Background: an optimization exercise with open tools, aiming at small area, a short achievable clock period and few clock cycles. Do not read the settings as production practice.
Function was checked by simulation only, so behaviour that the tests miss may differ from the original.
No activity file was given, so power comes from the tool's default toggle rates.

--- flow/config.mk ---
export PLATFORM = sky130hd
export DESIGN_NAME = disk_seek_scheduler
export DESIGN_NICKNAME = disk_seek_scheduler
export VERILOG_FILES = /design/flow/design.v
export SDC_FILE = /design/flow/constraint.sdc
export NUM_CORES = 4
export LEC_CHECK = 0
export CAP_MARGIN = 20
export CELL_PAD_IN_SITES_DETAIL_PLACEMENT = 1
export CORE_MARGIN = 2
export CORE_UTILIZATION = 40
export CTS_BUF_LIST = sky130_fd_sc_hd__clkbuf_8 sky130_fd_sc_hd__clkbuf_16
export CTS_CLUSTER_DIAMETER = 100
export CTS_CLUSTER_SIZE = 20
export SETUP_SLACK_MARGIN = 3.4
export SLEW_MARGIN = 20
--- flow/constraint.sdc ---
create_clock -name core_clock -period 7.0 [get_ports {clk_i}]
set_input_delay 1.4000 -clock core_clock [delete_from_list [all_inputs] [get_ports {clk_i}]]
set_output_delay 1.4000 -clock core_clock [all_outputs]
set_load 0.01 [all_outputs]
--- flow/design.v ---
`default_nettype none
package dss_pkg;
  localparam int NSlots = 16;   
  localparam int QDepth = 4;    
endpackage
`default_nettype wire
`default_nettype none
module disk_seek_scheduler #(
  parameter int unsigned MAX_REQUESTS = 16
) (
  input  wire logic             clk_i,
  input  wire logic             rst_ni,
  input  wire logic             start_i,
  input  wire logic [16:0]      req_i,
  output logic                  busy_o,
  output logic                  move_valid_o,
  output logic [69:0]           move_o,
  input  wire logic             cfg_we_i,
  input  wire logic             cfg_idx_i,
  input  wire logic [15:0]      cfg_data_i
);
  localparam int NS = dss_pkg::NSlots;    
  localparam int QD = dss_pkg::QDepth;    
  function automatic logic lt16(input logic [15:0] a, input logic [15:0] b);
    logic [15:0] g1, p1;
    logic [7:0]  g2, p2;
    logic [3:0]  g3, p3;
    logic [1:0]  g4, p4;
    g1 = ~a & b; p1 = ~a | b;
    for (int k = 0; k < 8; k++) begin
      g2[k] = g1[2*k+1] | (p1[2*k+1] & g1[2*k]); p2[k] = p1[2*k+1] & p1[2*k];
    end
    for (int k = 0; k < 4; k++) begin
      g3[k] = g2[2*k+1] | (p2[2*k+1] & g2[2*k]); p3[k] = p2[2*k+1] & p2[2*k];
    end
    for (int k = 0; k < 2; k++) begin
      g4[k] = g3[2*k+1] | (p3[2*k+1] & g3[2*k]); p4[k] = p3[2*k+1] & p3[2*k];
    end
    lt16 = g4[1] | (p4[1] & g4[0]);
  endfunction
  logic [1:0]  pol_q, pol_d;
  logic [15:0] st_q, st_d;
  always_comb begin
    pol_d = pol_q; st_d = st_q;
    if (cfg_we_i) begin
      if (!cfg_idx_i) pol_d = cfg_data_i[1:0];
      else            st_d  = cfg_data_i;
    end
  end
  always_ff @(posedge clk_i or negedge rst_ni) begin
    if (!rst_ni) begin pol_q <= 2'd0; st_q <= 16'd0; end
    else begin pol_q <= pol_d; st_q <= st_d; end
  end
  logic          s1v_q, s1l_q, s1r_q;
  logic [15:0]   s1w_q;
  logic [3:0]    s1a_q;
  logic [NS-1:0] lt_q, xs, avd;      
  logic          s2v_q, s2l_q, s2r_q;
  logic [15:0]   s2w_q;
  logic [3:0]    s2a_q;
  localparam int SW = 22;               
  logic [NS-1:0]    av_q, acl_q, atg_q, aup_q;
  logic [NS*SW-1:0] sd_q;               
  logic [NS*16-1:0] aval_q;
  logic [NS*4-1:0]  aar_q;     
  logic [4:0]  ocnt_q;
  logic        ltag_q, od_q, rs_q, ofull_q;    
  logic [1:0]  kbp_q;
  logic [15:0] kbs_q;
  logic [QD-1:0]    qv_q, qdt_q;
  logic [QD*2-1:0]  qp_q;
  logic [QD*16-1:0] qs_q;
  logic        first_q, jd_q, etag_q;
  logic        ov_q, olast_q;
  logic [15:0] ofrom_q, oto_q, odist_q;
  logic [20:0] otot_q;
  logic        q0v, q0d, cscan_e;
  logic [15:0] q0s;
  logic        inb0, inb1, ready, do_jump, do_pop, emit, mlast;
  logic [15:0] s0val, from_sel, mdist;
  assign q0v     = qv_q[0];
  assign q0d     = qdt_q[0];
  assign q0s     = qs_q[15:0];
  assign cscan_e = qp_q[1:0] == 2'd2;
  assign s0val   = aval_q[15:0];
  assign inb0  = av_q[0] & acl_q[0] & (first_q | (atg_q[0] == etag_q));
  assign inb1  = av_q[1] & acl_q[1] & (atg_q[1] == atg_q[0]);
  assign ready = eok_q & (!first_q | (av_q[0] & acl_q[0]));
  assign do_jump = ready & jp_q & (!inb0 | !aup_q[0]);
  assign do_pop  = ready & !do_jump & inb0;
  assign emit    = do_jump | do_pop;
  assign mlast   = do_jump ? !inb0 : (!inb1 & !jp_q);
  logic [16:0] sdiff;
  logic [15:0] rdiff;
  assign from_sel = q0s;
  assign sdiff    = {1'b0, s0val} - {1'b0, from_sel};
  assign rdiff    = from_sel - s0val;
  assign mdist    = sdiff[16] ? rdiff : sdiff[15:0];
  logic rs_start, rs_pop, rs_end;
  logic xfer;
  assign rs_start = !rs_q & q0v & q0d & first_q & av_q[0] & acl_q[0] & !s1v_q & !s2v_q;
  assign rs_pop   = rs_q & av_q[0] & acl_q[0] & (!s1v_q | !s2v_q | !needs_slot | !full);
  assign rs_end   = rs_q & !(av_q[0] & acl_q[0]) & !s1v_q & !s2v_q;
  logic        pop, full, can_ins, needs_slot, ins, s2_go, close_evt, ins_norm;
  logic        upv, fcfs_k, scan_k;
  logic [3:0]  ar_new;
  logic [NS:0] ge;           
  logic [NS-1:0] bef;
  assign pop        = do_pop | rs_pop;
  assign full       = av_q[NS-1];
  assign can_ins    = !full | pop;
  assign needs_slot = s2v_q & (s2r_q | !ofull_q);
  assign s2_go      = !needs_slot | can_ins;
  assign ins        = needs_slot & can_ins;
  assign close_evt  = s2v_q & s2l_q & !s2r_q & s2_go;
  assign ins_norm   = ins & !s2r_q & !s2l_q;
  logic s2up_q, up_kb, up_st, up_cd, up_next;
  assign upv    = s2up_q;
  assign up_kb  = !lt16(s1w_q, kbs_q);
  assign up_st  = !lt16(s1w_q, st_q);
  assign up_cd  = !lt16(s1w_q, cfg_data_i);
  assign up_next = freeze ? up_kb : ((cfg_we_i & cfg_idx_i) ? up_cd : up_st);
  logic c12;
  assign c12    = lt16(s1w_q, s2w_q);
  logic rs_skip, ins_acl, s2skip_q, ocnt_inc;
  logic [4:0] ocnt_d;
  assign rs_skip  = s2skip_q;
  assign ocnt_inc = ins_norm | (ins & s2r_q & fcfs_k & !rs_skip);
  assign ocnt_d   = (close_evt | rs_end) ? 5'd0 : ocnt_inc ? ocnt_q + 5'd1 : ocnt_q;
  assign ins_acl = close_evt | rs_end | (fcfs_k & rs_skip);
  assign ar_new = s2r_q ? s2a_q : ocnt_q[3:0];
  logic [1:0] pol_next;
  logic       s2fc_q, s2sc_q;    
  assign pol_next = freeze ? kbp_q : pol_d;
  assign fcfs_k = s2fc_q;
  assign scan_k = s2sc_q;
  genvar gi;
  generate
    for (gi = 0; gi < NS; gi++) begin : g_key
      logic lt, bup, bdn;
      assign lt  = lt_q[gi];
      assign bup = !aup_q[gi] | lt;
      assign bdn = !aup_q[gi] & (scan_k ? !lt : lt);
      assign bef[gi] = fcfs_k ? rs_skip : (upv ? bup : bdn);
      assign ge[gi] = !av_q[gi] | (!acl_q[gi] & !od_q & bef[gi]);
    end
  endgenerate
  assign ge[NS] = 1'b1;
  logic qfull, qdirty, cap, cap_close, s1_go, freeze, dirty_new;
  assign qfull  = qv_q[QD-1];
  assign qdirty = |(qdt_q & qv_q);
  assign s1_go  = !s1v_q | !s2v_q | s2_go;
  assign xfer   = s1v_q & (!s2v_q | s2_go);
  logic busy_q, busy_d, s1v_d, s2v_d, rs_d, qfull_d, qdirty_d;
  assign busy_o = busy_q;
  assign s1v_d  = cap | rs_pop | (s1v_q & !xfer);
  assign s2v_d  = (!s2v_q | s2_go) ? s1v_q : s2v_q;
  assign rs_d   = rs_start | (rs_q & !rs_end);
  assign busy_d = qfull_d | qdirty_d | rs_d | (s1v_d & s2v_d & avd[NS-1]);
  assign cap       = start_i & !busy_o;
  assign cap_close = cap & req_i[0];
  assign freeze    = rs_q | cap_close | (s1v_q & s1l_q);
  assign dirty_new = od_q | (kbp_q != pol_q) | (kbs_q != st_q);
  always_ff @(posedge clk_i or negedge rst_ni) begin
    if (!rst_ni) begin
      s1v_q <= 1'b0; s2v_q <= 1'b0; s1l_q <= 1'b0; s2l_q <= 1'b0; s2r_q <= 1'b0; s1r_q <= 1'b0;
      ocnt_q <= 5'd0; ltag_q <= 1'b0; od_q <= 1'b0; rs_q <= 1'b0; ofull_q <= 1'b0;
      kbp_q <= 2'd0; kbs_q <= 16'd0; busy_q <= 1'b1;
    end else begin
      busy_q <= busy_d;
      if (cap) begin
        s1v_q <= 1'b1; s1l_q <= req_i[0]; s1r_q <= 1'b0;
      end else if (rs_pop) begin
        s1v_q <= 1'b1; s1l_q <= 1'b0; s1r_q <= 1'b1;
      end else if (xfer) begin
        s1v_q <= 1'b0;
      end
      if (!s2v_q | s2_go) begin
        s2v_q <= s1v_q; s2l_q <= s1l_q; s2r_q <= s1r_q;
      end
      if (close_evt | rs_end) begin
        ocnt_q <= 5'd0; ltag_q <= !ltag_q; od_q <= 1'b0; ofull_q <= 1'b0;
      end else begin
        if (ocnt_inc) begin
          ocnt_q <= ocnt_q + 5'd1; ofull_q <= ocnt_q == 5'd15;
        end
        if (!freeze & cfg_we_i & !(s2v_q & s2l_q & !s2r_q) &
            ((ocnt_q != 5'd0) | (s2v_q & !s2l_q & !s2r_q))) od_q <= 1'b1;
      end
      if (rs_start) begin
        kbp_q <= qp_q[1:0]; kbs_q <= q0s;
      end else if (!freeze) begin
        kbp_q <= pol_d; kbs_q <= st_d;
      end
      if (rs_start) rs_q <= 1'b1;
      else if (rs_end) rs_q <= 1'b0;
    end
  end
  always_ff @(posedge clk_i) begin
    if (cap) s1w_q <= req_i[16:1];
    else if (rs_pop) begin
      s1w_q <= s0val; s1a_q <= aar_q[3:0];
    end
    if (!s2v_q | s2_go) begin
      s2w_q <= s1w_q; s2a_q <= s1a_q; s2up_q <= up_next;
      s2fc_q <= pol_next[1] == pol_next[0]; s2sc_q <= pol_next == 2'd1;
      s2skip_q <= s1r_q & (s1a_q != ocnt_d[3:0]);
    end
  end
  generate
    for (gi = 0; gi < NS; gi++) begin : g_slot
      logic sel_prev, sel_next, sel_new, sel_self;
      logic gprev, gnext;
      logic nv_prev, ncl_prev, nv_next, ncl_next;
      logic cmp_self, x_self, x_prev, x_next;
      logic [SW-1:0] sd_prev, sd_next, sd_new;
      if (gi == 0) begin : g_lo
        assign gprev = 1'b0;
        assign nv_prev = 1'b0; assign ncl_prev = 1'b0; assign sd_prev = '0;
      end else begin : g_lo
        assign gprev = ge[gi-1];
        assign nv_prev = av_q[gi-1]; assign ncl_prev = acl_q[gi-1];
        assign sd_prev = sd_q[(gi-1)*SW +: SW];
      end
      if (gi == NS-1) begin : g_hi
        assign nv_next = 1'b0; assign ncl_next = 1'b0; assign sd_next = '0;
      end else begin : g_hi
        assign nv_next = av_q[gi+1]; assign ncl_next = acl_q[gi+1];
        assign sd_next = sd_q[(gi+1)*SW +: SW];
      end
      if (gi == 0) begin : g_xl
        assign x_prev = 1'b0;
      end else begin : g_xl
        assign x_prev = xs[gi-1];
      end
      if (gi == NS-1) begin : g_xh
        assign x_next = 1'b0;
      end else begin : g_xh
        assign x_next = xs[gi+1];
      end
      assign gnext = ge[gi+1];
      assign sd_new = {ltag_q, upv, ar_new, s2w_q} ^ {SW{(gi % 2) == 0}};
      assign {atg_q[gi], aup_q[gi], aar_q[gi*4 +: 4], aval_q[gi*16 +: 16]} =
        sd_q[gi*SW +: SW] ^ {SW{(gi % 2) == 1}};
      always_comb begin
        sel_prev = 1'b0; sel_next = 1'b0; sel_new = 1'b0; sel_self = 1'b0;
        if (ins & !pop) begin
          sel_prev = ge[gi] & gprev; sel_new = ge[gi] & !gprev; sel_self = !ge[gi];
        end else if (ins & pop) begin
          sel_next = !gnext; sel_new = gnext & !ge[gi]; sel_self = ge[gi];
        end else if (pop) begin
          sel_next = 1'b1;
        end else begin
          sel_self = 1'b1;
        end
      end
      assign avd[gi] = sel_prev ? nv_prev : sel_next ? nv_next : sel_new ? 1'b1 : av_q[gi];
      always_ff @(posedge clk_i or negedge rst_ni) begin
        if (!rst_ni) begin
          av_q[gi] <= 1'b0; acl_q[gi] <= 1'b0;
        end else begin
          if (sel_prev) begin
            av_q[gi] <= nv_prev; acl_q[gi] <= ncl_prev | close_evt | rs_end;
          end else if (sel_next) begin
            av_q[gi] <= nv_next; acl_q[gi] <= ncl_next | close_evt | rs_end;
          end else if (sel_new) begin
            av_q[gi] <= 1'b1; acl_q[gi] <= ins_acl;
          end else begin
            acl_q[gi] <= acl_q[gi] | close_evt | rs_end;
          end
        end
      end
      assign cmp_self = lt16(s1w_q, aval_q[gi*16 +: 16]);
      assign x_self = xfer ? cmp_self : lt_q[gi];
      assign xs[gi] = x_self;
      always_ff @(posedge clk_i) begin
        lt_q[gi] <= sel_prev ? x_prev : sel_next ? x_next : sel_new ? c12 : x_self;
      end
      always_ff @(posedge clk_i) begin
        if (sel_prev | sel_next | sel_new)
          sd_q[gi*SW +: SW] <= ~(({SW{sel_prev}} & sd_prev) | ({SW{sel_next}} & sd_next) |
                                 ({SW{sel_new}} & sd_new));
      end
    end
  endgenerate
  logic qpop;
  logic [QD-1:0] qvd, qdd;
  logic [QD*2-1:0] qpd;
  assign qpop = emit & mlast;
  assign qfull_d  = qvd[QD-1];
  assign qdirty_d = |(qvd & qdd);
  generate
    for (gi = 0; gi < QD; gi++) begin : g_q
      logic pv, pd;
      logic [1:0]  pp;
      logic [15:0] ps;
      logic take_new, take_next;
      if (gi == QD-1) begin : g_n
        assign pv = 1'b0; assign pd = 1'b0; assign pp = 2'd0; assign ps = 16'd0;
      end else begin : g_n
        assign pv = qv_q[gi+1]; assign pd = qdt_q[gi+1];
        assign pp = qp_q[(gi+1)*2 +: 2]; assign ps = qs_q[(gi+1)*16 +: 16];
      end
      if (gi == 0) begin : g_t
        assign take_new = cap_close & (qpop ? !qv_q[1] : !qv_q[0]);
      end else if (gi == QD-1) begin : g_t
        assign take_new = cap_close & (qpop ? 1'b0 : (qv_q[gi-1] & !qv_q[gi]));
      end else begin : g_t
        assign take_new = cap_close & (qpop ? (qv_q[gi] & !qv_q[gi+1]) : (qv_q[gi-1] & !qv_q[gi]));
      end
      logic nv_after;
      assign nv_after = qpop ? pv : qv_q[gi];
      logic qv_n, qdt_n;
      assign qv_n  = nv_after | take_new;
      assign qdt_n = !nv_after ? dirty_new : qpop ? pd : (gi == 0 && rs_end) ? 1'b0 : qdt_q[gi];
      assign qvd[gi] = qv_n;
      assign qdd[gi] = qdt_n;
      always_ff @(posedge clk_i or negedge rst_ni) begin
        if (!rst_ni) begin
          qv_q[gi] <= 1'b0; qdt_q[gi] <= 1'b0;
        end else begin
          qv_q[gi] <= qv_n;
          qdt_q[gi] <= qdt_n;
        end
      end
      logic [1:0] qp_n;
      assign qp_n = !nv_after ? pol_q : qpop ? pp : qp_q[gi*2 +: 2];
      assign qpd[gi*2 +: 2] = qp_n;
      always_ff @(posedge clk_i) begin
        qp_q[gi*2 +: 2] <= qp_n;
        if (!nv_after) qs_q[gi*16 +: 16] <= st_q;
        else if (qpop) qs_q[gi*16 +: 16] <= ps;
        else if (gi == 0 && emit) qs_q[gi*16 +: 16] <= do_jump ? 16'd0 : s0val;
      end
    end
  endgenerate
  logic        av1_q, alast_q, afirst_q;
  logic eok_q, jp_q, jd_d;
  assign jd_d = emit ? (mlast ? 1'b0 : (jd_q | do_jump)) : jd_q;
  logic [15:0] afrom_q, ato_q, adist_q;
  logic [21:0] tsum;
  always_ff @(posedge clk_i or negedge rst_ni) begin
    if (!rst_ni) begin
      av1_q <= 1'b0; ov_q <= 1'b0; first_q <= 1'b1; jd_q <= 1'b0; etag_q <= 1'b0;
      eok_q <= 1'b0; jp_q <= 1'b0;
      otot_q <= 21'd0;
    end else begin
      av1_q <= emit;
      eok_q <= qvd[0] & !qdd[0] & !rs_d;
      jp_q  <= (qpd[1:0] == 2'd2) & !jd_d;
      ov_q  <= av1_q;
      if (emit) begin
        first_q <= mlast;
        jd_q    <= jd_d;
        if (first_q) etag_q <= atg_q[0];
      end
      if (av1_q) otot_q <= tsum[21] ? 21'h1fffff : tsum[20:0];
    end
  end
  assign tsum = {1'b0, (afirst_q ? 21'd0 : otot_q)} + {6'd0, adist_q};
  always_ff @(posedge clk_i) begin
    ato_q <= do_jump ? 16'd0 : s0val;
    afrom_q  <= from_sel;
    adist_q  <= do_jump ? 16'd0 : mdist;
    alast_q  <= mlast;
    afirst_q <= first_q;
    ofrom_q  <= afrom_q;
    oto_q    <= ato_q;
    odist_q  <= adist_q;
    olast_q  <= alast_q;
  end
  assign move_valid_o = ov_q;
  assign move_o = {ofrom_q, oto_q, odist_q, otot_q, olast_q};
endmodule
`default_nettype wire
--- flow/run.sh ---
#!/bin/bash
# synth_recipe.tcl (not shown) runs the flow's synth.tcl, then flattens the netlist and writes it again
# the make line also repeats each setting of config.mk as NAME=value (left out here)
make -C /OpenROAD-flow-scripts/flow DESIGN_CONFIG=/design/flow/config.mk WORK_HOME=/design/flow/orfs CLKGATE_MAP_FILE= SYNTH_SCRIPT=/design/flow/synth_recipe.tcl finish
==> results of run 1 <==
==> area by class of cell <==
| class | count | area share (%) |
|---|---|---|
| clock inverter | 33 | 0.445 |
| clock buffer | 43 | 2.60 |
| tap | 1176 | 3.63 |
| timing repair buffer | 230 | 4.98 |
| antenna | 1 | 0.00618 |
| inverter | 142 | 1.36 |
| sequential | 703 | 47.7 |
| multi-input combinational | 2204 | 39.2 |
| timing repair inverter | 3 | 0.0432 |
==> layout by cell type (no fill, tap or decap), types with 74 or more instances in the layout <==
cell	n
a222oi_1	334
inv_1	150
edfxtp_1	466
nor2_1	175
a22oi_1	74
o21ai_0	223
nand2_1	229
dfxtp_1	117
clkdlybuf4s50_1	107
a21oi_1	152
dfrtp_1	117
buf_4	119
==> where the power goes <==
group	internal, mW	switching (mW)
clock network	1.12	1.51
registers	7.40	2.14
logic	4.51	7.96
==> cells by family (layout without fill, tap and decap cells) <==
family | after synthesis | in the layout | synth area share, %
AOI/OAI and AO/OA | 1233 | 1236 | 25.8
xor gates and xnor gates | 57 | 57 | 1.37
adders and majority gates | 97 | 97 | 3.13
buffers and inverters | 414 | 451 | 4.57
DFF | 703 | 703 | 53.0
muxes | 100 | 100 | 2.90
other | 0 | 1 | 0
and+or+nand+nor | 713 | 714 | 9.21
==> path summary, 6_finish.rpt <==
path | from | endpoint | slack [ns] | depth (start not counted)
min in group asynchronous | rst_ni | otot_q[10] | 0.83 | 1
max in group asynchronous | rst_ni | s2r_q | 5.04 | 2
max | s1w_q[14] | lt_q[14] | 3.47 | 9
min reg2reg | afrom_q[0] | ofrom_q[0] | 0.33 | 0
min | afrom_q[0] | ofrom_q[0] | 0.33 | 0
max reg2reg | s1w_q[14] | lt_q[14] | 3.47 | 9
==> metal layers <==
metal	vias to the layer above	wire, µm	track usage (%)
met1	15902	54100	38.2
met4	0	4830	9.45
met5	-	0	0
met3	254	13600	4.13
met2	1899	64200	46.2
li1	13331	-	-
==> timing repair <==
action,4_1_cts,5_1_grt
gates resized for setup,36,37
pin swaps,4,4
setup endpoints to repair,435,474
setup buffers,7,15
gates cloned,4,3
==> worst max-delay path, stage by stage (launching register included) <==
cell and delay, ns:
edfxtp_1 0.59, buf_4 0.33, a221o_1 0.38, nor4_1 0.54
o221ai_1 0.26, a211oi_1 0.63, o22ai_1 0.28, a21oi_1 0.20
o21ai_0 0.10, o22ai_1 0.15
==> per-stage QoR <==
stage	cell area (µm²)	hold slack [ns]	instances	utilization [%]	setup slack, ns
floorplan	36500	0.310	3317	-	3.42
global placement	38800	0.312	4429	42.9	2.82
detailed placement	38800	0.313	4429	42.9	2.62
CTS	40200	0.327	4516	44.5	3.28
global route	40500	0.339	4534	44.9	3.39
finish	40500	0.327	4535	44.9	3.47
==> impl_metrics.py, run 1 <==
metrics = {
    "run_status": {
        "status": "finished clean",
    },
    "floorplan": {
        "row_count": 110,
        "die_width_um": 306,
        "core_region_area_um2": 90300,
        "die_y_um": 306,
        "ios": 110,
        "start_util_pct": 40.4,
        "dieArea_um2": 93700,
    },
    "route": {
        "vias_per_cell": 6.92,
        "drt_iter0_drc": 5198,
        "dr.pass1.iters": 10,
        "drc": 0,
        "drt_wl_total_um": 137000,
        "ant_nets": 0,
        "via_count": 31386,
        "wl_per_cell_um": 30.1,
    },
    "clock_tree": {
        "cts_tree": "done",
        "cts_root_buf": "clkbuf_16",
        "cts_buffers": 41,
        "cts.sinks": 703,
        "htreeDepth": 2,
        "clk_latency_ns": 0.64,
        "clk_pin_slew_ns": 0.09,
        "holdBufCountCts": 0,
        "cts.path.max_buffers": 3,
    },
    "global_route": {
        "grt.overflow.total": 0,
        "antenna_found_initial": 2,
        "grt_pass1_wl_um": 203000,
        "grt_usage_pct": 28.1,
        "grt_max_degree": 76,
        "first_global_vias": 30750,
    },
    "final_layout": {
        "regArea_um2": 19300,
        "multi_input_area_um2": 15900,
        "top_register": "sd_q",
        "syn2layout_area_growth_pct": 11.0,
        "fill_cells": 9831,
        "num-nets-final": 3417,
        "layout-drive-gt1-share_pct": 10.5,
        "top_regs": "sd_q x352, qs_q x64, otot_q x21",
        "largest_reg_flops": 352,
    },
    "power": {
        "vdd_ir_drop_max_mv": 0.326,
        "power_density_nw_per_um2": 609,
        "totalPowerFinal_mw": 24.7,
        "power.leakage_nw": 13.9,
    },
    "yosys": {
        "synth-edff-count": 466,
        "yosys-top-cells-count": "edfxtp_1, a222oi_1, nand2_1",
        "syn_avg_cell_area_um2": 11.0,
        "yosysTopAreaCell": "edfxtp_1",
        "synth_nets": 3409,
        "yosysMostFrequentCell": "edfxtp_1",
        "ys.warnings.count": 1,
        "async_flop_share_pct": 17.1,
        "seq_area_frac_synth_pct": 53.0,
        "synth_top_area_share_pct": 38.3,
        "syn_area_um2": 36500,
        "synth-main-ff-cell": "edfxtp_1",
        "ys_types": 93,
        "synth_area_leaders": "edfxtp_1, a222oi_1, dfrtp_1",
        "ys_seq_elements": 703,
        "synthCells": 3317,
    },
    "sta": {
        "finalClockSkew_ns": 0.0332,
        "hold_viol_final": 0,
        "fin_crit_ns": 3.53,
        "grt_setup_unrepaired": "no",
        "max_slew.worst_pin.slew_ns": 1.26,
        "setup_violations": 0,
        "final.period_utilization_pct": 50.4,
        "tns_ns": 0,
        "max_freq_mhz": 283,
        "slew-limit-headroom_pct": 15.2,
        "report.final.slew_viol_count": 0,
    },
    "placed_design": {
        "port-buffer-count": 109,
        "dp_hpwl_um": 99200,
        "gp_congestion": 0.935,
    },
    "setup_path": {
        "arrival_ns": 4.09,
        "worst-path-max-fanout": 28,
        "endpoint_kind": "flip-flop",
        "critPathRequiredTime_ns": 7.56,
        "cp-start-kind": "flip-flop",
        "crit_type": "reg2reg",
    },
    "worst_hold_path": {
        "hp-class": "reg2reg",
    },
    "run": {
        "maxCapViolations": 0,
    },
}
Testbench counts, summed over its fixed seeds: cycles 3,685.
==> inputs of run 2 (changes only) <==
--- a/flow/config.mk
+++ b/flow/config.mk
@@ -12,5 +12,5 @@
 export CTS_BUF_LIST = sky130_fd_sc_hd__clkbuf_8 sky130_fd_sc_hd__clkbuf_16
 export CTS_CLUSTER_DIAMETER = 100
 export CTS_CLUSTER_SIZE = 20
-export SETUP_SLACK_MARGIN = 3.4
+export SETUP_SLACK_MARGIN = 4.0
 export SLEW_MARGIN = 20
==> run 2 against run 1 <==
Highest routed layer is now met5; still clean on timing, DRC and antenna; utilization increased by 2.7 points; fmax increased by 9.1%; die area unchanged; routed wire length increased by 6.2%.
==> impl_metrics.py, run 2 <==
metrics = {
    "yosys": {
        "ys_seq_elements": 703,
        "syn_avg_cell_area_um2": 11.0,
        "synthMuxAreaShare_pct": 2.90,
        "ys_types": 93,
        "synth_nets": 3409,
        "synth_top_family_by_area": "compound AO/OA/AOI/OAI gates",
        "synth_compound_area_share_pct": 25.8,
        "synth-main-ff-cell": "edfxtp_1",
        "synth-edff-count": 466,
        "yosysTopAreaCell": "edfxtp_1",
        "synth_fa_ha_area_share_pct": 3.13,
        "synth-xor-area-share_pct": 1.37,
        "synth_top_area_share_pct": 38.3,
        "yosys-top-cells-count": "edfxtp_1, a222oi_1, nand2_1",
        "syn_area_um2": 36500,
        "async_flop_share_pct": 17.1,
        "synthSimpleGateAreaFrac_pct": 9.21,
        "seq_area_frac_synth_pct": 53.0,
        "synth_area_leaders": "edfxtp_1, a222oi_1, dfrtp_1",
        "ys.warnings.count": 1,
        "yosysMostFrequentCell": "edfxtp_1",
        "synthCells": 3317,
    },
    "sta": {
        "setup_ws_ns": 3.76,
        "hold_viol_final": 0,
        "max_slew.worst_pin.slew_ns": 1.16,
        "slew-limit-headroom_pct": 22.3,
        "holdWs_ns": 0.317,
        "final.period_utilization_pct": 46.2,
        "tns_ns": 0,
        "max_freq_mhz": 309,
        "finalClockSkew_ns": 0.0363,
        "grt_setup_unrepaired": "yes",
        "report.final.slew_viol_count": 0,
        "fin_crit_ns": 3.24,
        "setup_violations": 0,
    },
    "setup_path": {
        "r2r_slack_ns": 3.76,
        "arrival_ns": 3.72,
        "endpoint_kind": "flip-flop",
        "worstSetupEndpoint": "adist_q[15]",
        "reg2reg_from": "qs_q[4]",
        "cp-start-kind": "flip-flop",
        "crit_type": "reg2reg",
        "critPathLaunch": "qs_q[4]",
        "r2r_cells": 14,
        "worst-path-max-fanout": 6,
        "r2r-end": "adist_q[15]",
        "critPathRequiredTime_ns": 7.49,
    },
    "route": {
        "drc": 0,
        "drt_iter0_drc": 5349,
        "drt_wl_total_um": 145000,
        "via_count": 32678,
        "dr.pass1.iters": 12,
        "wl_per_cell_um": 31.0,
        "ant_nets": 0,
        "vias_per_cell": 6.98,
    },
    "power": {
        "pwr-share-clk_pct": 9.7,
        "power_density_nw_per_um2": 627,
        "totalPowerFinal_mw": 26.9,
        "power_frac_seq_pct": 35.3,
        "vdd_ir_drop_max_mv": 0.345,
        "switching_share_pct": 47.3,
        "power.internal_mw": 14.2,
        "p_sw_mw": 12.7,
        "combPwrFrac_pct": 55.0,
        "power.leakage_nw": 15.0,
    },
    "final_layout": {
        "multi_input_area_um2": 16900,
        "regArea_um2": 19300,
        "design_area_um2": 42900,
        "fin_util_pct": 47.5,
        "instances_no_fill": 4682,
        "syn2layout_area_growth_pct": 17.6,
        "largest_reg_flops": 352,
        "top_regs": "sd_q x352, qs_q x64, otot_q x21",
        "final_cell_mix": "edfxtp_1, a222oi_1, nand2_1",
        "num-nets-final": 3564,
        "fill_cells": 9586,
        "top_register": "sd_q",
        "layout_commonest_cell": "edfxtp_1",
        "layout-drive-gt1-share_pct": 17.9,
    },
    "placed_design": {
        "post_dp_cell_area_um2": 38800,
        "dp_hpwl_um": 98400,
        "gp_congestion": 0.964,
        "dp_cells": 4426,
        "place_ws_ns": 2.14,
        "port-buffer-count": 109,
    },
    "global_route": {
        "met1_usage_pct": 37.9,
        "grt.overflow.total": 0,
        "first_global_vias": 31819,
        "grt_pass1_wl_um": 208000,
        "grt_max_degree": 74,
        "antenna_found_initial": 6,
        "grt_use_met2_pct": 48.1,
        "grt.busiest_layer": "met2",
        "grt_usage_pct": 29.1,
        "grt_use_met3_pct": 4.38,
    },
    "run_status": {
        "status": "finished clean",
    },
    "floorplan": {
        "row_count": 110,
        "ios": 110,
        "start_util_pct": 40.4,
        "die_width_um": 306,
        "dieArea_um2": 93700,
        "die_y_um": 306,
        "core_region_area_um2": 90300,
    },
    "clock_tree": {
        "cts.sinks": 703,
        "clk_pin_slew_ns": 0.09,
        "htreeDepth": 2,
        "cts_tree": "done",
        "clk_latency_ns": 0.64,
        "cts_root_buf": "clkbuf_16",
        "cts_buffers": 41,
        "cts.path.max_buffers": 3,
    },
    "worst_hold_path": {
        "hp-class": "reg2reg",
        "whs_path_depth": 0,
    },
    "run": {
        "maxCapViolations": 0,
    },
}
==> run 2: repair_timing <==
action	4_1_cts	5_1_grt
gates cloned	21	8
hold buffers	0	0
pin swaps	43	68
setup endpoints to repair	907	462
buffers inserted	79	71
resized for setup	216	160
==> run 2: kinds of logic (layout without fill, tap and decap cells) <==
| group | after synthesis | in the layout |
|---|---|---|
| AO/OA/AOI/OAI | 1233 | 1237 |
| AND/OR/NAND/NOR | 713 | 731 |
| flip-flops | 703 | 703 |
| buffers and inverters | 414 | 580 |
| multiplexers | 100 | 100 |
| adder cells (fa/ha/maj) | 97 | 97 |
| XOR/XNOR | 57 | 57 |
| other | 0 | 1 |
==> run 2: how the worst min path moves through the flow <==
| stage | start | to | slack, ns |
|---|---|---|---|
| after global placement | ato_q[13] | oto_q[13] | 0.31 |
| after global routing | ato_q[0] | oto_q[0] | 0.34 |
| after floorplan | afrom_q[0] | ofrom_q[0] | 0.31 |
| final | ato_q[13] | oto_q[13] | 0.32 |
| after CTS | ato_q[13] | oto_q[13] | 0.33 |
| after detailed placement | afrom_q[11] | ofrom_q[11] | 0.31 |
==> run 2: per-layer routing <==
metal  share of wire, %  wire, µm
met5              0.043        62
met4                5.8      8390
met1                 38     54500
met3                9.8     14200
met2                 47     68100
==> run 2: cell type report <==
class | instances | share of cell area [%]
Timing Repair Buffer | 361 | 7.96
Multi-Input combinational cell | 2222 | 39.4
Tap cell | 1176 | 3.43
Clock buffer | 41 | 2.39
Timing Repair inverter | 1 | 0.0175
Clock inverter | 35 | 0.399
Antenna cell | 1 | 0.00583
Sequential cell | 703 | 45.1
Inverter | 142 | 1.29
==> run 2: worst max-delay path: stages (launching register included) <==
cell,delay [ns]
edfxtp_1,0.53
inv_1,0.14
ha_1,0.28
a211oi_2,0.14
o21ai_0,0.22
o211ai_1,0.22
a31o_4,0.31
a21oi_4,0.15
buf_12,0.14
buf_6,0.10
buf_4,0.13
nand3_4,0.10
a311oi_4,0.39
o21a_1,0.19
nor3_2,0.04
==> run 2: power by group through the flow <==
| stage | Clock, mW | Combinational (mW) | Sequential, mW |
|---|---|---|---|
| after floorplan | 0 | 8.02 | 8.57 |
| after global placement | 0 | 11.3 | 9.48 |
| after detailed placement | 0 | 11.7 | 9.57 |
| after CTS | 2.60 | 13.2 | 9.38 |
| after global routing | 2.74 | 15.6 | 9.69 |
| final | 2.60 | 14.8 | 9.50 |
==> inputs of run 3 (changes only) <==
--- a/flow/config.mk
+++ b/flow/config.mk
@@ -12,5 +12,5 @@
 export CTS_BUF_LIST = sky130_fd_sc_hd__clkbuf_8 sky130_fd_sc_hd__clkbuf_16
 export CTS_CLUSTER_DIAMETER = 100
 export CTS_CLUSTER_SIZE = 20
-export SETUP_SLACK_MARGIN = 4.0
+export SETUP_SLACK_MARGIN = 3.8
 export SLEW_MARGIN = 20
==> run 3 against run 2 <==
Flip-flop and latch count unchanged; first-iteration DRC count increased by 2.0%; critical path type is now in2reg; critical endpoint is now s2up_q; fmax decreased by 3.4%; area after synthesis unchanged; still clean on timing, DRC and antenna; non-clock buffer count decreased by 83; clock skew decreased by 0.0084 ns.
==> impl_metrics.py, run 3 <==
metrics = {
    "run_status": {
        "status": "finished clean",
    },
    "sta": {
        "hold_viol_final": 0,
        "tns_ns": 0,
        "fin_crit_ns": 3.35,
        "slew-limit-headroom_pct": 31.7,
        "finalClockSkew_ns": 0.0279,
        "setup_violations": 0,
        "final.period_utilization_pct": 47.8,
        "holdWs_ns": 0.330,
        "max_slew.worst_pin.slew_ns": 1.02,
        "max_freq_mhz": 299,
        "grt_setup_unrepaired": "yes",
        "report.final.slew_viol_count": 0,
    },
    "yosys": {
        "async_flop_share_pct": 17.1,
        "synth-main-ff-cell": "edfxtp_1",
        "syn_avg_cell_area_um2": 11.0,
        "yosys-top-cells-count": "edfxtp_1, a222oi_1, nand2_1",
        "synth_top_area_share_pct": 38.3,
        "syn_area_um2": 36500,
        "ys_seq_elements": 703,
        "ys.warnings.count": 1,
        "synth_nets": 3409,
        "synth_area_leaders": "edfxtp_1, a222oi_1, dfrtp_1",
        "synthCells": 3317,
        "synth-edff-count": 466,
        "ys_types": 93,
        "yosysTopAreaCell": "edfxtp_1",
        "seq_area_frac_synth_pct": 53.0,
        "yosysMostFrequentCell": "edfxtp_1",
    },
    "route": {
        "drt_iter0_drc": 5455,
        "drc": 0,
        "wl_per_cell_um": 29.2,
        "dr.pass1.iters": 13,
        "ant_nets": 0,
        "vias_per_cell": 6.84,
        "via_count": 31336,
        "drt_wl_total_um": 134000,
    },
    "clock_tree": {
        "htreeDepth": 2,
        "cts_tree": "done",
        "cts_buffers": 41,
        "holdBufCountCts": 0,
        "clk_pin_slew_ns": 0.09,
        "cts.path.max_buffers": 3,
        "clk_latency_ns": 0.65,
        "cts.sinks": 703,
        "cts_root_buf": "clkbuf_16",
    },
    "final_layout": {
        "instances_no_fill": 4581,
        "layout-drive-gt1-share_pct": 13.5,
        "num-nets-final": 3470,
        "fin_util_pct": 45.8,
        "top_regs": "sd_q x352, qs_q x64, otot_q x21",
        "layout_commonest_cell": "edfxtp_1",
        "top_register": "sd_q",
        "final_cell_mix": "edfxtp_1, a222oi_1, nand2_1",
        "largest_reg_flops": 352,
        "syn2layout_area_growth_pct": 13.3,
    },
    "placed_design": {
        "dp_hpwl_um": 96800,
        "port-buffer-count": 109,
        "gp_congestion": 0.940,
        "dp_cells": 4429,
    },
    "global_route": {
        "grt_usage_pct": 27.5,
        "antenna_found_initial": 2,
        "first_global_vias": 31037,
        "grt.overflow.total": 0,
        "grt_pass1_wl_um": 199000,
        "grt_max_degree": 69,
    },
    "power": {
        "vdd_ir_drop_max_mv": 0.371,
        "power_density_nw_per_um2": 611,
        "power.leakage_nw": 14.3,
    },
    "setup_path": {
        "worst-path-max-fanout": 3,
        "cp-start-kind": "primary input",
        "r2r_cells": 10,
        "endpoint_kind": "flip-flop",
        "arrival_ns": 3.81,
        "critPathRequiredTime_ns": 7.46,
        "crit_type": "in2reg",
    },
    "worst_hold_path": {
        "hp-class": "reg2reg",
        "whs_path_depth": 0,
    },
    "floorplan": {
        "row_count": 110,
        "die_width_um": 306,
        "die_y_um": 306,
        "dieArea_um2": 93700,
        "core_region_area_um2": 90300,
        "start_util_pct": 40.4,
        "ios": 110,
    },
    "run": {
        "maxCapViolations": 0,
    },
}
==> run 3: where the power goes <==
group,internal (mW),total (mW),leakage (nW),switching (mW)
clock,1.12,2.61,0.665,1.49
sequential,7.40,9.45,6.39,2.05
combinational,4.99,13.2,7.21,8.24
==> run 3: logic make-up (layout without fill, tap and decap cells) <==
kind of cell	after synthesis	after routing	share of synthesized area [%]
AOI/OAI and AO/OA	1233	1235	25.8
and+or+nand+nor	713	722	9.21
DFF	703	703	53.0
buffers and inverters	414	490	4.57
muxes	100	100	2.90
adders and majority gates	97	97	3.13
xor gates and xnor gates	57	57	1.37
other	0	1	0
==> run 3: critical path, stage by stage <==
cell      delay, ns
buf_6          0.10
nor2b_4        0.11
maj3_2         0.31
maj3_2         0.31
maj3_2         0.31
maj3_2         0.32
maj3_2         0.34
a221oi_2       0.27
o31ai_1        0.10
nand4b_1       0.22
==> run 3: timing repair <==
item	in CTS	in global routing
pin swaps	23	33
gates resized for setup	115	88
cloned	7	6
buffers inserted	38	30
endpoints found under the setup margin	665	462
==> run 3: stage by stage <==
step | area, µm² | setup slack, ns | power [mW]
after floorplan | 36500 | 3.50 | 16.6
after global placement | 38800 | 2.63 | 20.7
after detailed placement | 38800 | 2.63 | 21.1
after CTS | 40700 | 3.62 | 24.3
after global routing | 41400 | 3.58 | 26.6
final | 41400 | 3.65 | 25.3
==> run 3: per-layer routing <==
metal / routed length, µm / global-route usage [%] / up-vias
met5: 13 / 0 / -
met4: 6000 / 10.9 / 2
met3: 11900 / 3.26 / 255
met2: 64100 / 46.0 / 1715
met1: 51900 / 36.5 / 15942
li1: - / - / 13422
==> run 3: worst paths after layout <==
check	startpoint	slack [ns]	to
max	cfg_data_i[0]	3.65	s2up_q
min	afrom_q[10]	0.33	ofrom_q[10]
max reg2reg	s1w_q[2]	3.66	s2up_q
min reg2reg	afrom_q[10]	0.33	ofrom_q[10]
max in group asynchronous	rst_ni	4.93	s2r_q
min in group asynchronous	rst_ni	0.79	otot_q[0]
==> run 3: final cells by class <==
cell class | instances | area, µm²
flip-flops and latches | 703 | 19300
inverters | 142 | 557
clock inverters | 28 | 170
fillers | 9633 | 48900
repair inverters | 1 | 7.51
well taps | 1176 | 1470
diodes | 1 | 2.50
clock buffers | 41 | 1030
repair buffers | 278 | 2470
multi-input cells | 2211 | 16300
==> inputs of run 4 (changes only) <==
--- a/flow/config.mk
+++ b/flow/config.mk
@@ -8,9 +8,9 @@
 export CAP_MARGIN = 20
 export CELL_PAD_IN_SITES_DETAIL_PLACEMENT = 1
 export CORE_MARGIN = 2
-export CORE_UTILIZATION = 40
+export CORE_UTILIZATION = 50
 export CTS_BUF_LIST = sky130_fd_sc_hd__clkbuf_8 sky130_fd_sc_hd__clkbuf_16
 export CTS_CLUSTER_DIAMETER = 100
 export CTS_CLUSTER_SIZE = 20
-export SETUP_SLACK_MARGIN = 3.8
+export SETUP_SLACK_MARGIN = 3.6
 export SLEW_MARGIN = 20
==> run 4 against run 3 <==
Synthesized cell count is the same; clock power about the same; largest cell class unchanged; total power increased by 3.0%; sequential share of layout area up 0.44 points; critical endpoint is now adist_q[14]; routed wire length is 13% higher; still clean on timing, DRC and antenna; count of clock-buffer cells in the layout unchanged; critical path depth grew 1; clock skew is 0.0070 ns lower; sequential power grew 2.5%; worst hold slack better by 0.0016 ns; highest routed layer unchanged; combinational power increased by 4%.
==> impl_metrics.py, run 4 <==
metrics = {
    "run_status": {
        "status": "finished clean",
    },
    "sta": {
        "report.final.slew_viol_count": 0,
        "grt_setup_unrepaired": "yes",
        "fin_crit_ns": 3.39,
        "final.period_utilization_pct": 48.5,
        "setup_violations": 0,
        "max_slew.worst_pin.slew_ns": 1.07,
        "finalClockSkew_ns": 0.0209,
        "slew-limit-headroom_pct": 28.9,
        "max_freq_mhz": 295,
        "setup_ws_ns": 3.61,
        "tns_ns": 0,
        "hold_viol_final": 0,
    },
    "clock_tree": {
        "clk_latency_ns": 0.61,
        "cts_buffers": 41,
        "cts.path.max_buffers": 3,
        "cts_root_buf": "clkbuf_16",
        "clk_pin_slew_ns": 0.09,
        "cts.sinks": 703,
        "holdBufCountCts": 0,
        "cts_tree": "done",
        "htreeDepth": 2,
    },
    "global_route": {
        "grt_usage_pct": 38.9,
        "grt_pass1_wl_um": 219000,
        "first_global_vias": 32250,
        "grt.overflow.total": 0,
        "antenna_found_initial": 6,
        "grt_max_degree": 62,
    },
    "final_layout": {
        "multi_input_area_um2": 16200,
        "syn2layout_area_growth_pct": 12.3,
        "top_register": "sd_q",
        "top_regs": "sd_q x352, qs_q x64, otot_q x21",
        "regArea_um2": 19300,
        "largest_reg_flops": 352,
        "layout_commonest_cell": "edfxtp_1",
        "final_cell_mix": "edfxtp_1, a222oi_1, nand2_1",
        "fill_cells": 7621,
        "num-nets-final": 3467,
        "layout-drive-gt1-share_pct": 13.1,
    },
    "route": {
        "wl_per_cell_um": 34.6,
        "ant_nets": 0,
        "dr.pass1.iters": 14,
        "drt_iter0_drc": 6533,
        "drt_wl_total_um": 151000,
        "via_count": 32602,
        "drc": 0,
        "vias_per_cell": 7.48,
    },
    "yosys": {
        "synth_area_leaders": "edfxtp_1, a222oi_1, dfrtp_1",
        "synth-main-ff-cell": "edfxtp_1",
        "synthMuxAreaShare_pct": 2.90,
        "yosysTopAreaCell": "edfxtp_1",
        "synth-edff-count": 466,
        "synth-xor-area-share_pct": 1.37,
        "syn_area_um2": 36500,
        "synth_fa_ha_area_share_pct": 3.13,
        "ys_seq_elements": 703,
        "synthCells": 3317,
        "yosysMostFrequentCell": "edfxtp_1",
        "syn_avg_cell_area_um2": 11.0,
        "synth_compound_area_share_pct": 25.8,
        "synthSimpleGateAreaFrac_pct": 9.21,
        "yosys-top-cells-count": "edfxtp_1, a222oi_1, nand2_1",
        "async_flop_share_pct": 17.1,
        "synth_nets": 3409,
        "synth_top_area_share_pct": 38.3,
        "seq_area_frac_synth_pct": 53.0,
        "synth_top_family_by_area": "compound AO/OA/AOI/OAI gates",
        "ys_types": 93,
        "ys.warnings.count": 1,
    },
    "placed_design": {
        "port-buffer-count": 109,
        "dp_hpwl_um": 108000,
        "gp_congestion": 0.980,
        "place_ws_ns": 2.51,
    },
    "power": {
        "pwr-share-clk_pct": 10.1,
        "power_density_nw_per_um2": 635,
        "vdd_ir_drop_max_mv": 0.489,
        "combPwrFrac_pct": 52.7,
        "p_sw_mw": 12.6,
        "power_frac_seq_pct": 37.2,
        "power.internal_mw": 13.5,
        "power.leakage_nw": 14.2,
        "switching_share_pct": 48.4,
    },
    "setup_path": {
        "reg2reg_from": "sd_q[2]",
        "max_stage_delay_ns": 0.59,
        "critPathBufInv": 1,
        "path_cells": "inv_1 -> ha_1 -> nor2b_2 -> o31a_1 -> nand3_2 -> a31o_4 -> a21oi_4 -> mux2_4 -> o41ai_4 -> a21oi_1 -> nor3_1",
        "endpoint_kind": "flip-flop",
        "crit_family": "compound AO/OA/AOI/OAI gates",
        "crit_type": "reg2reg",
        "worst-path-max-fanout": 5,
        "critPathRequiredTime_ns": 7.51,
        "r2r_slack_ns": 3.61,
        "arrival_ns": 3.90,
        "cp_slowest_cell": "edfxtp_1",
        "critPathLaunch": "sd_q[2]",
        "cp-start-kind": "flip-flop",
    },
    "floorplan": {
        "die_width_um": 274,
        "row_count": 99,
        "ios": 110,
        "start_util_pct": 50.3,
        "dieArea_um2": 75200,
        "die_y_um": 274,
        "core_region_area_um2": 72600,
    },
    "worst_hold_path": {
        "min_from": "afrom_q[14]",
        "hp-class": "reg2reg",
    },
    "run": {
        "maxCapViolations": 0,
    },
}
[run 4: cell counts after synthesis]
Identical to the previous run, type by type.
[run 4: power groups by stage]
stage	Combinational (mW)	Sequential, mW	Clock [mW]
after global placement	11.7	9.65	0
after global routing	14.5	9.82	2.78
after detailed placement	12.1	9.73	0
final	13.7	9.69	2.64
after floorplan	7.99	8.57	0
after CTS	12.8	9.58	2.65
[run 4: cell type report]
cell class | count | share of cell area, %
tap | 959 | 2.93
antenna | 3 | 0.0183
clock inverter | 25 | 0.430
inverter | 142 | 1.39
sequential | 703 | 47.2
timing repair inverter | 3 | 0.0488
clock buffer | 41 | 2.50
timing repair buffer | 275 | 5.99
multi-input combinational | 2209 | 39.5
[run 4: path summary, 6_finish.rpt]
kind / end / cells past startpoint
max: adist_q[14] / 11
min: ofrom_q[14] / 0
max reg2reg: adist_q[14] / 11
min reg2reg: ofrom_q[14] / 0
max in group asynchronous: st_q[8] / 2
min in group asynchronous: ltag_q / 1
[run 4: metal layers]
layer | share of wire (%) | up-vias | global-route usage (%)
met2 | 44 | 2372 | 59.0
met3 | 12 | 394 | 8.23
met1 | 39 | 16423 | 54.3
met4 | 4.5 | 6 | 16.2
met5 | 0.022 | - | 0
li1 | - | 13407 | -
[run 4: metrics by stage]
step | std cells | hold WS, ns | utilization [%] | power [mW] | instance area (µm²)
4_1_cts | 4317 | 0.330 | 55.7 | 25.0 | 40400
6_report | 4360 | 0.332 | 56.5 | 26.1 | 41000
2_1_floorplan | 3317 | 0.310 | - | 16.6 | 36500
3_3_place_gp | 4212 | 0.312 | 53.0 | 21.3 | 38500
5_1_grt | 4358 | 0.344 | 56.5 | 27.1 | 41000
3_5_place_dp | 4213 | 0.313 | 53.1 | 21.9 | 38500
[run 4: timing repair]
item	in CTS	in global routing
pin swaps	11	29
resized for setup	97	71
cloned	7	6
buffers inserted	31	34
setup endpoints to repair	677	380
[run 4: cell families (layout without fill, tap and decap cells)]
| logic type | Yosys count | after routing |
|---|---|---|
| other | 0 | 3 |
| AO/OA/AOI/OAI | 1233 | 1234 |
| buffers and inverters | 414 | 486 |
| AND/OR/NAND/NOR | 713 | 719 |
| XOR/XNOR | 57 | 57 |
| multiplexers | 100 | 102 |
| adder cells (fa/ha/maj) | 97 | 97 |
| flip-flops | 703 | 703 |
==> inputs of run 5 (changes only) <==
--- a/flow/design.v
+++ b/flow/design.v
@@ -54,7 +54,7 @@
   logic          s1v_q, s1l_q, s1r_q;
   logic [15:0]   s1w_q;
   logic [3:0]    s1a_q;
-  logic [NS-1:0] lt_q, xs, avd;      
+  logic [NS-1:0] lt_q, xs, avd, acld, tgd;      
   logic          s2v_q, s2l_q, s2r_q;
   logic [15:0]   s2w_q;
   logic [3:0]    s2a_q;
@@ -83,8 +83,11 @@
   assign q0s     = qs_q[15:0];
   assign cscan_e = qp_q[1:0] == 2'd2;
   assign s0val   = aval_q[15:0];
-  assign inb0  = av_q[0] & acl_q[0] & (first_q | (atg_q[0] == etag_q));
-  assign inb1  = av_q[1] & acl_q[1] & (atg_q[1] == atg_q[0]);
+  logic fo0_q, fo1_q, first_d, etag_d;
+  assign inb0  = fo0_q;
+  assign inb1  = fo1_q;
+  assign first_d = emit ? mlast : first_q;
+  assign etag_d  = (emit & first_q) ? atg_q[0] : etag_q;
   assign ready = eok_q & (!first_q | (av_q[0] & acl_q[0]));
   assign do_jump = ready & jp_q & (!inb0 | !aup_q[0]);
   assign do_pop  = ready & !do_jump & inb0;
@@ -254,20 +257,15 @@
           sel_self = 1'b1;
         end
       end
-      assign avd[gi] = sel_prev ? nv_prev : sel_next ? nv_next : sel_new ? 1'b1 : av_q[gi];
+      assign avd[gi]  = sel_prev ? nv_prev : sel_next ? nv_next : sel_new ? 1'b1 : av_q[gi];
+      assign acld[gi] = sel_prev ? (ncl_prev | close_evt | rs_end) :
+                        sel_next ? (ncl_next | close_evt | rs_end) :
+                        sel_new  ? ins_acl : (acl_q[gi] | close_evt | rs_end);
       always_ff @(posedge clk_i or negedge rst_ni) begin
         if (!rst_ni) begin
           av_q[gi] <= 1'b0; acl_q[gi] <= 1'b0;
         end else begin
-          if (sel_prev) begin
-            av_q[gi] <= nv_prev; acl_q[gi] <= ncl_prev | close_evt | rs_end;
-          end else if (sel_next) begin
-            av_q[gi] <= nv_next; acl_q[gi] <= ncl_next | close_evt | rs_end;
-          end else if (sel_new) begin
-            av_q[gi] <= 1'b1; acl_q[gi] <= ins_acl;
-          end else begin
-            acl_q[gi] <= acl_q[gi] | close_evt | rs_end;
-          end
+          av_q[gi] <= avd[gi]; acl_q[gi] <= acld[gi];
         end
       end
       assign cmp_self = lt16(s1w_q, aval_q[gi*16 +: 16]);
@@ -276,10 +274,12 @@
       always_ff @(posedge clk_i) begin
         lt_q[gi] <= sel_prev ? x_prev : sel_next ? x_next : sel_new ? c12 : x_self;
       end
+      logic [SW-1:0] sd_n;
+      assign sd_n = ~(({SW{sel_prev}} & sd_prev) | ({SW{sel_next}} & sd_next) |
+                      ({SW{sel_new}} & sd_new));
+      assign tgd[gi] = ((sel_prev | sel_next | sel_new) ? sd_n[SW-1] : sd_q[gi*SW+SW-1]) ^ ((gi % 2) == 1);
       always_ff @(posedge clk_i) begin
-        if (sel_prev | sel_next | sel_new)
-          sd_q[gi*SW +: SW] <= ~(({SW{sel_prev}} & sd_prev) | ({SW{sel_next}} & sd_next) |
-                                 ({SW{sel_new}} & sd_new));
+        if (sel_prev | sel_next | sel_new) sd_q[gi*SW +: SW] <= sd_n;
       end
     end
   endgenerate
@@ -342,11 +342,13 @@
   always_ff @(posedge clk_i or negedge rst_ni) begin
     if (!rst_ni) begin
       av1_q <= 1'b0; ov_q <= 1'b0; first_q <= 1'b1; jd_q <= 1'b0; etag_q <= 1'b0;
-      eok_q <= 1'b0; jp_q <= 1'b0;
+      eok_q <= 1'b0; jp_q <= 1'b0; fo0_q <= 1'b0; fo1_q <= 1'b0;
       otot_q <= 21'd0;
     end else begin
       av1_q <= emit;
       eok_q <= qvd[0] & !qdd[0] & !rs_d;
+      fo0_q <= avd[0] & acld[0] & (first_d | (tgd[0] == etag_d));
+      fo1_q <= avd[1] & acld[1] & (tgd[1] == tgd[0]);
       jp_q  <= (qpd[1:0] == 2'd2) & !jd_d;
       ov_q  <= av1_q;
       if (emit) begin
--- a/flow/config.mk
+++ b/flow/config.mk
@@ -8,9 +8,6 @@
 export CAP_MARGIN = 20
 export CELL_PAD_IN_SITES_DETAIL_PLACEMENT = 1
 export CORE_MARGIN = 2
-export CORE_UTILIZATION = 50
-export CTS_BUF_LIST = sky130_fd_sc_hd__clkbuf_8 sky130_fd_sc_hd__clkbuf_16
-export CTS_CLUSTER_DIAMETER = 100
-export CTS_CLUSTER_SIZE = 20
+export CORE_UTILIZATION = 40
 export SETUP_SLACK_MARGIN = 3.6
 export SLEW_MARGIN = 20
==> run 5 against run 4 <==
Still clean on timing, DRC and antenna; clock power increased by 59%; die area rose by 27%; utilization shrank 9.6 points; non-clock buffer count fell by 13; setup slack got worse by 0.029 ns; first-iteration DRC count decreased by 14%; critical endpoint is now lt_q[15]; largest power group unchanged.
==> impl_metrics.py, run 5 <==
metrics = {
    "run_status": {
        "status": "finished clean",
    },
    "sta": {
        "max_freq_mhz": 292,
        "report.final.slew_viol_count": 0,
        "grt_setup_unrepaired": "yes",
        "final.period_utilization_pct": 48.9,
        "tns_ns": 0,
        "hold_viol_final": 0,
        "max_slew.worst_pin.slew_ns": 1.11,
        "slew-limit-headroom_pct": 25.5,
        "finalClockSkew_ns": 0.0343,
        "fin_crit_ns": 3.42,
        "holdWs_ns": 0.304,
        "setup_violations": 0,
    },
    "power": {
        "power_density_nw_per_um2": 536,
        "totalPowerFinal_mw": 23.1,
        "vdd_ir_drop_max_mv": 0.228,
        "power.leakage_nw": 14.8,
    },
    "yosys": {
        "synth_area_leaders": "edfxtp_1, dfrtp_1, a222oi_1",
        "ys_seq_elements": 705,
        "synthCells": 3467,
        "seq_area_frac_synth_pct": 52.3,
        "yosysMostFrequentCell": "edfxtp_1",
        "synth_nets": 3559,
        "synth-main-ff-cell": "edfxtp_1",
        "ys_types": 103,
        "syn_area_um2": 37100,
        "synth_top_area_share_pct": 37.7,
        "async_flop_share_pct": 17.3,
        "yosysTopAreaCell": "edfxtp_1",
        "synth-edff-count": 466,
        "yosys-top-cells-count": "edfxtp_1, nor2_1, nand2_1",
        "syn_avg_cell_area_um2": 10.7,
        "ys.warnings.count": 1,
    },
    "route": {
        "drc": 0,
        "via_count": 32690,
        "ant_nets": 0,
        "drt_wl_total_um": 140000,
        "drt_iter0_drc": 5651,
        "wl_per_cell_um": 29.0,
        "dr.pass1.iters": 14,
        "vias_per_cell": 6.74,
    },
    "clock_tree": {
        "clk_latency_ns": 0.67,
        "clk_pin_slew_ns": 0.06,
        "cts.path.max_buffers": 3,
        "cts.sinks": 705,
        "cts_tree": "done",
        "holdBufCountCts": 0,
        "cts_buffers": 80,
        "cts_root_buf": "clkbuf_16",
        "htreeDepth": 3,
    },
    "setup_path": {
        "reg2reg_from": "s1w_q[4]",
        "endpoint_kind": "flip-flop",
        "cp-start-kind": "flip-flop",
        "crit_family": "compound AO/OA/AOI/OAI gates",
        "max_stage_delay_ns": 0.50,
        "critPathBufInv": 3,
        "path_cells": "clkbuf_8 -> clkinvlp_4 -> buf_4 -> a21oi_1 -> nor2_1 -> maj3_1 -> a211oi_1 -> o41ai_1 -> o22ai_1 -> o32ai_1 -> a21o_1",
        "critPathLaunch": "s1w_q[4]",
        "arrival_ns": 3.97,
        "worst-path-max-fanout": 32,
        "crit_type": "reg2reg",
        "cp_slowest_cell": "a211oi_1",
        "critPathRequiredTime_ns": 7.55,
    },
    "final_layout": {
        "design_area_um2": 43000,
        "fin_util_pct": 46.8,
        "top_regs": "sd_q x352, qs_q x64, otot_q x21",
        "regArea_um2": 19400,
        "num-nets-final": 3636,
        "fill_cells": 9866,
        "final_cell_mix": "edfxtp_1, nor2_1, a222oi_1",
        "top_register": "sd_q",
        "syn2layout_area_growth_pct": 16.0,
        "num_antenna_cells": 0,
        "layout_commonest_cell": "edfxtp_1",
        "largest_reg_flops": 352,
        "multi_input_area_um2": 16500,
        "layout-drive-gt1-share_pct": 13.8,
    },
    "global_route": {
        "grt_max_degree": 76,
        "first_global_vias": 32108,
        "grt_pass1_wl_um": 210000,
        "antenna_found_initial": 1,
        "grt.overflow.total": 0,
        "grt_usage_pct": 28.7,
    },
    "floorplan": {
        "dieArea_um2": 95100,
        "start_util_pct": 40.4,
        "die_y_um": 308,
        "row_count": 111,
        "ios": 110,
        "die_width_um": 308,
        "core_region_area_um2": 91800,
    },
    "run": {
        "maxCapViolations": 0,
    },
    "worst_hold_path": {
        "min_from": "ato_q[10]",
        "hp-class": "reg2reg",
    },
    "placed_design": {
        "gp_congestion": 0.970,
        "port-buffer-count": 109,
        "dp_hpwl_um": 97500,
        "post_dp_cell_area_um2": 39400,
    },
}
## run 5: per-stage QoR
step,setup slack (ns),std cells
finish,3.58,4852
global route,3.54,4852
CTS,3.54,4815
detailed placement,2.36,4637
global placement,2.55,4637
floorplan,3.54,3467
## run 5: worst paths after layout
path | slack [ns] | cells past startpoint | to
hold / removal | 0.30 | 0 | oto_q[10]
setup / recovery | 3.58 | 11 | lt_q[15]
max in group asynchronous | 5.01 | 2 | s2r_q
min in group asynchronous | 0.79 | 1 | otot_q[18]
hold reg to reg | 0.30 | 0 | oto_q[10]
setup reg to reg | 3.58 | 11 | lt_q[15]
## run 5: repair_timing
action	4_1_cts	5_1_grt
buffers inserted	25	34
endpoints found under the setup margin	482	280
cloned	6	3
pin swaps	16	18
gates resized for setup	78	81
## run 5: layout make-up
cell class / instances / area share (%)
Tap cell: 1243 / 3.62
Sequential cell: 705 / 45.1
Inverter: 154 / 1.47
Timing Repair inverter: 2 / 0.0291
Clock inverter: 38 / 0.788
Timing Repair Buffer: 262 / 5.37
Clock buffer: 109 / 5.17
Multi-Input combinational cell: 2339 / 38.5
## run 5: cells by family after synthesis
group / count (synthesis) / synth area share, %
AOI/OAI and AO/OA: 1209 / 24.7
muxes: 105 / 3.01
adders and majority gates: 106 / 3.30
xor gates and xnor gates: 58 / 1.37
DFF: 705 / 52.3
buffers and inverters: 430 / 4.66
and+or+nand+nor: 854 / 10.7
## run 5: power by group
part	switching, mW	leakage [nW]	total (mW)	internal [mW]
combinational	6.70	7.21	10.5	3.78
clock	1.82	1.26	4.21	2.39
sequential	1.55	6.28	8.36	6.81
total	10.1	14.8	23.1	13.0
## run 5: routing by layer
layer  GRT usage, %  routed length [µm]
met5              0                   0
met4           9.97                4790
met1           40.9               57900
met2           44.0               63300
met3           4.86               14400
Testbench counts of run 5, summed over its fixed seeds: cycles 3,685.
==> inputs of run 6 (changes only) <==
--- a/flow/config.mk
+++ b/flow/config.mk
@@ -9,5 +9,5 @@
 export CELL_PAD_IN_SITES_DETAIL_PLACEMENT = 1
 export CORE_MARGIN = 2
 export CORE_UTILIZATION = 40
-export SETUP_SLACK_MARGIN = 3.6
+export SETUP_SLACK_MARGIN = 4.0
 export SLEW_MARGIN = 20
==> run 6 against run 5 <==
Still clean; die area unchanged; worst hold slack better by 0.020 ns; register-to-register slack improved by 0.18 ns; final cell count up 3.2%; total power grew 8.7%; global-route usage is 1.4 points higher; area after synthesis is the same; highest routed layer unchanged.
==> impl_metrics.py, run 6 <==
metrics = {
    "clock_tree": {
        "cts_buffers": 79,
        "cts_root_buf": "clkbuf_16",
        "clk_latency_ns": 0.66,
        "clk_pin_slew_ns": 0.06,
        "holdBufCountCts": 0,
        "cts.path.max_buffers": 3,
        "cts_tree": "done",
        "cts.sinks": 705,
        "htreeDepth": 3,
    },
    "setup_path": {
        "worst-path-max-fanout": 5,
        "critPathRequiredTime_ns": 7.59,
        "path_cells": "ha_2 -> fa_2 -> nor2b_2 -> o21ai_2 -> a2111o_1 -> nand4_4 -> a211o_4 -> a211oi_4 -> or4b_4 -> a21o_1 -> a21oi_2",
        "critPathBufInv": 0,
        "crit_type": "reg2reg",
        "max_stage_delay_ns": 0.52,
        "reg2reg_from": "qs_q[0]",
        "crit_family": "compound AO/OA/AOI/OAI gates",
        "arrival_ns": 3.83,
        "critPathLaunch": "qs_q[0]",
        "cp-start-kind": "flip-flop",
        "endpoint_kind": "flip-flop",
        "r2r_slack_ns": 3.76,
        "cp_slowest_cell": "a2111o_1",
    },
    "sta": {
        "finalClockSkew_ns": 0.0367,
        "grt_setup_unrepaired": "yes",
        "hold_viol_final": 0,
        "max_slew.worst_pin.slew_ns": 0.991,
        "setup_violations": 0,
        "holdWs_ns": 0.323,
        "report.final.slew_viol_count": 0,
        "final.period_utilization_pct": 46.2,
        "slew-limit-headroom_pct": 33.8,
        "fin_crit_ns": 3.24,
        "tns_ns": 0,
        "max_freq_mhz": 309,
    },
    "yosys": {
        "synth_top_family_by_area": "compound AO/OA/AOI/OAI gates",
        "seq_area_frac_synth_pct": 52.3,
        "synthSimpleGateAreaFrac_pct": 10.7,
        "ys.warnings.count": 1,
        "synth_top_area_share_pct": 37.7,
        "syn_area_um2": 37100,
        "ys_types": 103,
        "synth_fa_ha_area_share_pct": 3.30,
        "yosysMostFrequentCell": "edfxtp_1",
        "synthCells": 3467,
        "synthMuxAreaShare_pct": 3.01,
        "async_flop_share_pct": 17.3,
        "synth-main-ff-cell": "edfxtp_1",
        "ys_seq_elements": 705,
        "synth_area_leaders": "edfxtp_1, dfrtp_1, a222oi_1",
        "syn_avg_cell_area_um2": 10.7,
        "synth-edff-count": 466,
        "yosysTopAreaCell": "edfxtp_1",
        "yosys-top-cells-count": "edfxtp_1, nor2_1, nand2_1",
        "synth_nets": 3559,
        "synth-xor-area-share_pct": 1.37,
        "synth_compound_area_share_pct": 24.7,
    },
    "power": {
        "power.leakage_nw": 16.0,
        "power_density_nw_per_um2": 545,
        "switching_share_pct": 44.4,
        "combPwrFrac_pct": 49.3,
        "pwr-share-clk_pct": 17.2,
        "power.internal_mw": 13.9,
        "p_sw_mw": 11.1,
        "power_frac_seq_pct": 33.5,
        "vdd_ir_drop_max_mv": 0.193,
    },
    "floorplan": {
        "ios": 110,
        "core_region_area_um2": 91800,
        "die_width_um": 308,
        "die_y_um": 308,
        "start_util_pct": 40.4,
        "row_count": 111,
        "dieArea_um2": 95100,
    },
    "run_status": {
        "status": "finished clean",
    },
    "placed_design": {
        "dp_hpwl_um": 96800,
        "port-buffer-count": 109,
        "gp_congestion": 0.936,
    },
    "global_route": {
        "grt_pass1_wl_um": 219000,
        "first_global_vias": 33161,
        "grt.overflow.total": 0,
        "grt_max_degree": 71,
        "grt_usage_pct": 30.1,
        "antenna_found_initial": 1,
    },
    "route": {
        "wl_met2_um": 69600,
        "top_layer": "met4",
        "drc": 0,
        "wl_met1_um": 60900,
        "ant_nets": 0,
        "vias_per_cell": 6.97,
        "via_count": 34892,
        "dr_wl_met3_um": 19400,
        "drt_wl_total_um": 156000,
        "dr.pass1.iters": 14,
        "wl_per_cell_um": 31.1,
        "drt_iter0_drc": 6134,
    },
    "final_layout": {
        "syn2layout_area_growth_pct": 24.1,
        "layout-drive-gt1-share_pct": 21.2,
        "layout_commonest_cell": "edfxtp_1",
        "num-nets-final": 3786,
        "top_regs": "sd_q x352, qs_q x64, otot_q x21",
        "top_register": "sd_q",
        "final_cell_mix": "edfxtp_1, nor2_1, a222oi_1",
        "largest_reg_flops": 352,
    },
    "worst_hold_path": {
        "min_from": "afrom_q[13]",
        "hp-class": "reg2reg",
    },
    "run": {
        "maxCapViolations": 0,
    },
}
run 6: cell count changes in the layout (fill, tap and decap cells not counted), sizes merged, moves of 3 or more:
cell,delta
buf,+124
clkdlybuf4s50,-22
dlygate4sd2,+20
clkbuf,+10
or3,+10
inv,-9
clkinv,+7
bufinv,+3
run 6: timing repair:
item                                    in CTS  in global routing
cloned                                      22                 19
setup buffers                               98                 81
pin swaps                                   53                102
gates resized for setup                    306                210
endpoints found under the setup margin     827                409
run 6: power groups by stage:
stage	clock network [mW]	logic, mW	registers [mW]
finish	4.31	12.4	8.39
floorplan	0	6.34	7.76
CTS	4.32	10.8	8.30
global placement	0	9.15	8.42
detailed placement	0	9.43	8.46
global route	4.47	13.0	8.50
run 6: worst reg2reg max path, cell delays in order (launching register included):
cell and delay [ns]:
edfxtp_1 0.51, ha_2 0.25, fa_2 0.35, nor2b_2 0.15, o21ai_2 0.09, a2111o_1 0.52
nand4_4 0.14, a211o_4 0.23, a211oi_4 0.10, or4b_4 0.51, a21o_1 0.21, a21oi_2 0.12
run 6: kinds of logic after synthesis:
logic type,count (synthesis)
compound gates,1209
xor+xnor,58
fa+ha+maj,106
buf+inv,430
flops,705
mux,105
simple gates,854
run 6: path summary, 6_finish.rpt:
| path | end | cells after the start |
|---|---|---|
| max | adist_q[9] | 11 |
| min | ofrom_q[13] | 0 |
| max reg2reg | adist_q[9] | 11 |
| min reg2reg | ofrom_q[13] | 0 |
| max in group asynchronous | av_q[15] | 2 |
| min in group asynchronous | ov_q | 1 |
run 6: per-layer routing:
| layer | global-route usage (%) | up-vias |
|---|---|---|
| met2 | 46.3 | 2618 |
| met1 | 42.6 | 17682 |
| met3 | 6.31 | 379 |
| met5 | 0 | - |
| li1 | - | 14213 |
| met4 | 9.03 | 0 |
run 6: stage by stage:
| stage | instance area, µm² | util (%) | total power [mW] | setup WS (ns) | cells |
|---|---|---|---|---|---|
| finish | 46000 | 50.1 | 25.1 | 3.76 | 5005 |
| floorplan | 37100 | - | 14.1 | 3.54 | 3467 |
| global placement | 39400 | 42.9 | 17.6 | 2.59 | 4636 |
| global route | 46000 | 50.1 | 25.9 | 3.69 | 5004 |
| CTS | 44000 | 48.0 | 23.4 | 3.86 | 4904 |
| detailed placement | 39400 | 42.9 | 17.9 | 2.45 | 4636 |
run 6: cell type report:
class | instances | area, µm²
Fill cell | 9542 | 45800
Timing Repair inverter | 1 | 7.51
Sequential cell | 705 | 19400
Tap cell | 1243 | 1560
Inverter | 154 | 677
Antenna cell | 1 | 2.50
Clock inverter | 40 | 433
Clock buffer | 108 | 2180
Multi-Input combinational cell | 2356 | 17700
Timing Repair Buffer | 397 | 4030

==> afterwards: timing with drivers on the ports <==
Ports are ideal in the flow. The routed layouts listed here were re-timed in OpenROAD. Step 1, drivers: a clkbuf_16 drives clk_i and a buf_2 each remaining input, both assumed. Step 2 adds t to the input delays and takes it off the output delays; t is the mean of the earliest and latest rising clock arrival at the registers after step 1. Input paths then give back, and output paths get back, about the clock's delay inside the block. Slacks: no drivers / after step 1 / after step 2; pairs: no drivers / after step 1.
| run | shift t [ns] | slack for setup (ns) | worst register clock-pin slew, ns | worst data-port slew with drivers (ns) |
|---|---|---|---|---|
| run 1 | 0.693 | 3.470 / 3.470 / 2.844 | 0.10 / 0.10 | 0.08 |
| run 2 | 0.686 | 3.765 / 3.765 / 3.193 | 0.10 / 0.10 | 0.08 |
| run 3 | 0.701 | 3.653 / 3.659 / 2.987 | 0.10 / 0.10 | 0.07 |
| run 4 | 0.669 | 3.607 / 3.607 / 3.011 | 0.10 / 0.10 | 0.08 |
| run 5 | 0.718 | 3.578 / 3.578 / 3.004 | 0.07 / 0.07 | 0.06 |
| run 6 | 0.714 | 3.763 / 3.763 / 3.137 | 0.07 / 0.07 | 0.09 |
After both steps setup and hold are still met in every run listed. The setup slack of run 3, which loses most, moves by +0.006 ns with the drivers and by -0.666 ns with both steps.
